What follows belongs to an exercise in optimizing a design on an open flow for small area, a short achievable clock period and few clock cycles per item; a production flow would make more cautious choices. Where RTL was checked, it was by simulation tests only, not by an equivalence proof against the original. Power is estimated from default activity; no workload was simulated.

Design alu_exec, start of the top module:
module alu_exec (
	input  logic                  clk,
	input  logic                  arst_n,
	input  logic                  in_valid,
	input  logic [5:0]            in_op,
	input  logic [32-1:0] in_a,
	input  logic [32-1:0] in_b,
	output logic                  out_valid,
	output logic [32-1:0] out_result,
	output logic                  flag_n,
	output logic                  flag_z,
	output logic                  flag_v
);
For scale: about 110 flip-flops, roughly 110 I/O pins, about 0.0078 mm² of cells after synthesis.
export LEC_CHECK = 0
export CAP_MARGIN = 20
export CORE_MARGIN = 2
export CORE_UTILIZATION = 40
export CTS_BUF_LIST = sky130_fd_sc_hd__clkbuf_8
export SETUP_SLACK_MARGIN = 3.5
export SLEW_MARGIN = 20
create_clock -name core_clock -period 5.5 [get_ports {clk}]
standard.sh (not shown) runs the stock make flow with config.mk's settings and CLKGATE_MAP_FILE= SYNTH_SCRIPT=/design/flow/synth_recipe.tcl, a recipe that flattens the netlist after the stock synthesis.
==> flow/flow/run.sh <==
#!/bin/bash
# Standard layout, with the port buffers made plain buffers rather than
# the delay cells buffer_ports picks by default.
export BUFFER_PORTS_ARGS="-buffer_cell sky130_fd_sc_hd__buf_2"
bash standard.sh > standard.log 2>&1
The starting point completed without violations.
Change:
==> flow/flow/run.sh (replaced) <==
#!/bin/bash
# Standard layout with two changes:
# - the port buffers are plain buf_1 cells rather than the delay cells
#   buffer_ports picks by default;
# - clock tree synthesis runs with its standard arguments but without dummy
#   loads.
export BUFFER_PORTS_ARGS="-buffer_cell sky130_fd_sc_hd__buf_1"
export CTS_ARGS="-sink_clustering_enable -repair_clock_nets -buf_list sky130_fd_sc_hd__clkbuf_8 -dont_use_dummy_load"
bash standard.sh > standard.log 2>&1
Settings changed: SETUP_SLACK_MARGIN 3.5 to 3.4.
=>
- The changed run completed without violations
- register-to-register slack hardly moves
- total power came out lower by 9.9%
- design area is lower by 7.9%
- final cell count is lower by 3.3%
- worst hold slack gets worse by 0.0072 ns
- utilization fell by 4.3 points
- fmax shrinks by 0.62%
Change:
==> flow/flow/run.sh (replaced) <==
#!/bin/bash
# Standard layout, with the port buffers made plain buffers rather than
# the delay cells buffer_ports picks by default.
export BUFFER_PORTS_ARGS="-buffer_cell sky130_fd_sc_hd__buf_2"
bash standard.sh > standard.log 2>&1
- combinational power increases by 3.6%
- global-route usage goes up by 0.22 points
- worst setup slack degrades by 0.016 ns
- first-iteration DRC count shrinks by 2.0%
- hold slack loses 0.0099 ns
- die area is unchanged
- total power goes up by 8.4%
- synthesized cell count is unchanged
- register-to-register slack loses 0.02 ns
Function was not checked in any run of this note: the RTL went through the layout flow alone.

========
## run 1
alu_exec, a different RTL version from the one above (not shown whole).
Size in the first run: ~110 flip-flops, roughly 0.0082 mm² of cells after synthesis.
// alu_exec
module alu_exec (
	input  logic                  clk,
	input  logic                  arst_n,
	input  logic                  in_valid,
	input  logic [5:0]            in_op,
	input  logic [32-1:0] in_a,
	input  logic [32-1:0] in_b,
	output logic                  out_valid,
	output logic [32-1:0] out_result,
	output logic                  flag_n,
	output logic                  flag_z,
	output logic                  flag_v
);
	localparam int W = 32;
	logic [3:0] f;
	logic       legal;
	logic       arith;
	logic       sub;
	logic       shift;
	logic       sll;
	logic       lxor;
	logic       land;
	logic [W-1:0] x_d;
	logic [W-1:0] y_d;
	assign f     = in_op[3:0];
	assign legal = in_valid & (in_op[5:4] == 2'b10) & (~f[3] | (f[2:0] == 3'b000));
	assign arith = ~f[3] & ~f[2] & ~(f[1] & f[0]);    
	assign sub   = f[1] & ~f[2] & ~f[0];              
	assign shift = f[2] & f[1];                       
	assign sll   = f[0];                              
	assign lxor  = f[3];                              
	assign land  = f[2] & ~f[1];                      
	logic [W-1:0] ab_x;
	logic [W-1:0] ab_a;
	logic [W-1:0] a_rev;
	logic [W-1:0] a_rev16;
	logic [W-1:0] a_16;
	assign ab_x = in_a ^ in_b;
	assign ab_a = in_a & in_b;
	always_comb begin
		for (int i = 0; i < W; i++)
			a_rev[i] = in_a[W-1-i];
	end
	assign a_16    = in_a >> 16;
	assign a_rev16 = a_rev >> 16;
	logic sel_x;      
	logic sel_xn;     
	logic sel_and;    
	logic sel_nand;   
	logic sel_r0;     
	logic sel_r16;    
	logic sel_l0;     
	logic sel_l16;    
	logic gen_add;    
	logic gen_sub;    
	assign sel_x    = (arith & ~sub) | lxor;
	assign sel_xn   = sub;
	assign sel_and  = land;
	assign sel_nand = ~arith & ~land & ~shift & ~lxor;
	assign sel_r0   = shift & ~sll & ~in_b[4];
	assign sel_r16  = shift & ~sll &  in_b[4];
	assign sel_l0   = shift &  sll & ~in_b[4];
	assign sel_l16  = shift &  sll &  in_b[4];
	assign gen_add  = legal & arith & ~sub;
	assign gen_sub  = legal & sub;
	logic [W-1:0] grp_add;
	logic [W-1:0] grp_sub;
	logic [W-1:0] g_add;
	logic [W-1:0] g_sub;
	assign g_add = ab_a;
	assign g_sub = {in_a[W-1:1] & ~in_b[W-1:1], in_a[0] | ~in_b[0]};
	always_comb begin
		for (int i = 0; i < W; i += 4) begin
			grp_add[i]   = g_add[i];
			grp_add[i+1] = g_add[i+1] | (ab_x[i+1] & g_add[i]);
			grp_add[i+2] = g_add[i+2];
  ...
==> flow/config.mk <==
export PLATFORM = sky130hd
export DESIGN_NAME = alu_exec
export DESIGN_NICKNAME = alu_exec
export VERILOG_FILES = /design/flow/design.v
export SDC_FILE = /design/flow/constraint.sdc
export NUM_CORES = 4
export LEC_CHECK = 0
export CAP_MARGIN = 20
export CORE_MARGIN = 2
export CORE_UTILIZATION = 40
export CTS_BUF_LIST = sky130_fd_sc_hd__clkbuf_8
export SETUP_SLACK_MARGIN = 3.4
export SLEW_MARGIN = 20
export TNS_END_PERCENT = 20
==> flow/constraint.sdc <==
create_clock -name core_clock -period 5.5 [get_ports {clk}]
set_input_delay 1.1000 -clock core_clock [delete_from_list [all_inputs] [get_ports {clk}]]
set_output_delay 1.1000 -clock core_clock [all_outputs]
set_load 0.01 [all_outputs]
==> flow/flow/run.sh <==
#!/bin/bash
# Standard layout with two changes:
# - the port buffers are plain buf_1 cells rather than the delay cells
#   buffer_ports picks by default;
# - clock tree synthesis runs with its standard arguments but without dummy
#   loads.
export BUFFER_PORTS_ARGS="-buffer_cell sky130_fd_sc_hd__buf_1"
export CTS_ARGS="-sink_clustering_enable -repair_clock_nets -buf_list sky130_fd_sc_hd__clkbuf_8 -dont_use_dummy_load"
bash standard.sh > standard.log 2>&1
Run 1: full flow OK, the timing, design-rule and antenna checks passed
Testbench counts of run 1, summed over its fixed seeds: cycles 16,008, ops 15,552.
Edits applied to the flow inputs when going from run 1 to run 2:
- changing CTS_BUF_LIST from sky130_fd_sc_hd__clkbuf_8 to sky130_fd_sc_hd__clkbuf_4
- removing TNS_END_PERCENT (formerly 20)
==> flow/flow/run.sh <==
#!/bin/bash
# Standard layout, with the port buffers made plain buffers rather than
# the delay cells buffer_ports picks by default.
export BUFFER_PORTS_ARGS="-buffer_cell sky130_fd_sc_hd__buf_1"
bash standard.sh > standard.log 2>&1
### Flow results
Run 1 -> run 2: total power after layout increased by a little under 10%
In the reports for run 2 and run 1, the smaller switching power belongs to run 1.
Maximum frequency of run 1 is on par with run 2.
Diff run 1 -> run 2: multi-input combinational cell count barely changed; post-route non-filler standard cell count now sits higher.
diff inputs: run 2 => run 3
- changing CTS_BUF_LIST from sky130_fd_sc_hd__clkbuf_4 to sky130_fd_sc_hd__clkbuf_8
- changing CORE_UTILIZATION from 40 to 50
-- flow/flow/run.sh --
<<< run 2, line 4
export BUFFER_PORTS_ARGS="-buffer_cell sky130_fd_sc_hd__buf_1"
>>> run 3, line 4
export BUFFER_PORTS_ARGS="-buffer_cell sky130_fd_sc_hd__buf_2"
[summary]
- Taking run 2 as the reference, in run 3 floorplan core area dropped 0.0042 mm², relative contribution of the clock network to total power climbed 3.5 points, maximum clock frequency shows an increase of 1.7%, number of max-capacitance violations reported has remained practically unchanged.
- Run 3 vs run 2, most common cell after layout, fill and taps aside: sky130_fd_sc_hd__buf_2 vs sky130_fd_sc_hd__nor2_1
- Run 3 vs. run 2: wire length has increased; clock skew has decreased.
--- input diff run 3..run 4 ---
- swapping 20 for 5 in SLEW_MARGIN
- swapping 20 for 5 in CAP_MARGIN
- swapping 50 for 40 in CORE_UTILIZATION
-- flow/flow/run.sh --
<<< run 3, line 4
export BUFFER_PORTS_ARGS="-buffer_cell sky130_fd_sc_hd__buf_2"
>>> run 4, line 4
export BUFFER_PORTS_ARGS="-buffer_cell sky130_fd_sc_hd__buf_1"
--- outcome ---
Run 4 reached the end of the flow, and the finished layout is clean on the timing, design-rule and antenna checks.
The last element of the critical path comes out flag_v in one run and flag_z in the other, namely in run 4 and run 3 respectively.
When run 4 is measured against run 3, its floorplan die height turns out 11% higher.
Run 4 has total placed cells including tap cells above what run 3 had.
Sort run 3 and run 4 by total of clock buffers placed in the layout, ascending, and run 3 comes first.

-- what the ideal ports hide --
No port has a modelled driver above. Below, the same layouts with a new extraction and two added sets of constraints. Step 1: set_driving_cell puts a clkbuf_16 on clk and a buf_2 on each other input, an assumption about the parent block. Step 2 adds t to the input delays and takes it off the output delays; t is the mean of the earliest and latest rising clock arrival at the registers after step 1. Input paths then give back, and output paths get back, about the clock's delay inside the block. Slacks: ideal / step 1 / step 2; pairs: ideal / step 1.
run | t (ns) | setup WS [ns] | latest minus earliest clock arrival (ns)
the first run of note 1 | 0.498 | 3.387 / 3.382 / 2.902 | 0.020 / 0.020
the second run of note 1 | 0.485 | 3.374 / 3.374 / 2.928 | 0.033 / 0.033
the third run of note 1 | 0.490 | 3.358 / 3.358 / 2.905 | 0.010 / 0.011
run 1 | 0.494 | 3.350 / 3.350 / 2.881 | 0.025 / 0.025
run 2 | 0.573 | 3.345 / 3.305 / 2.840 | 0.028 / 0.028
run 3 | 0.491 | 3.382 / 3.374 / 2.992 | 0.017 / 0.017
run 4 | 0.492 | 3.408 / 3.393 / 2.967 | 0.016 / 0.017
After both steps setup and hold are still met in every run listed. For run 2, which loses most, drivers alone change the setup slack by -0.040 ns; drivers and shift together by -0.505 ns.
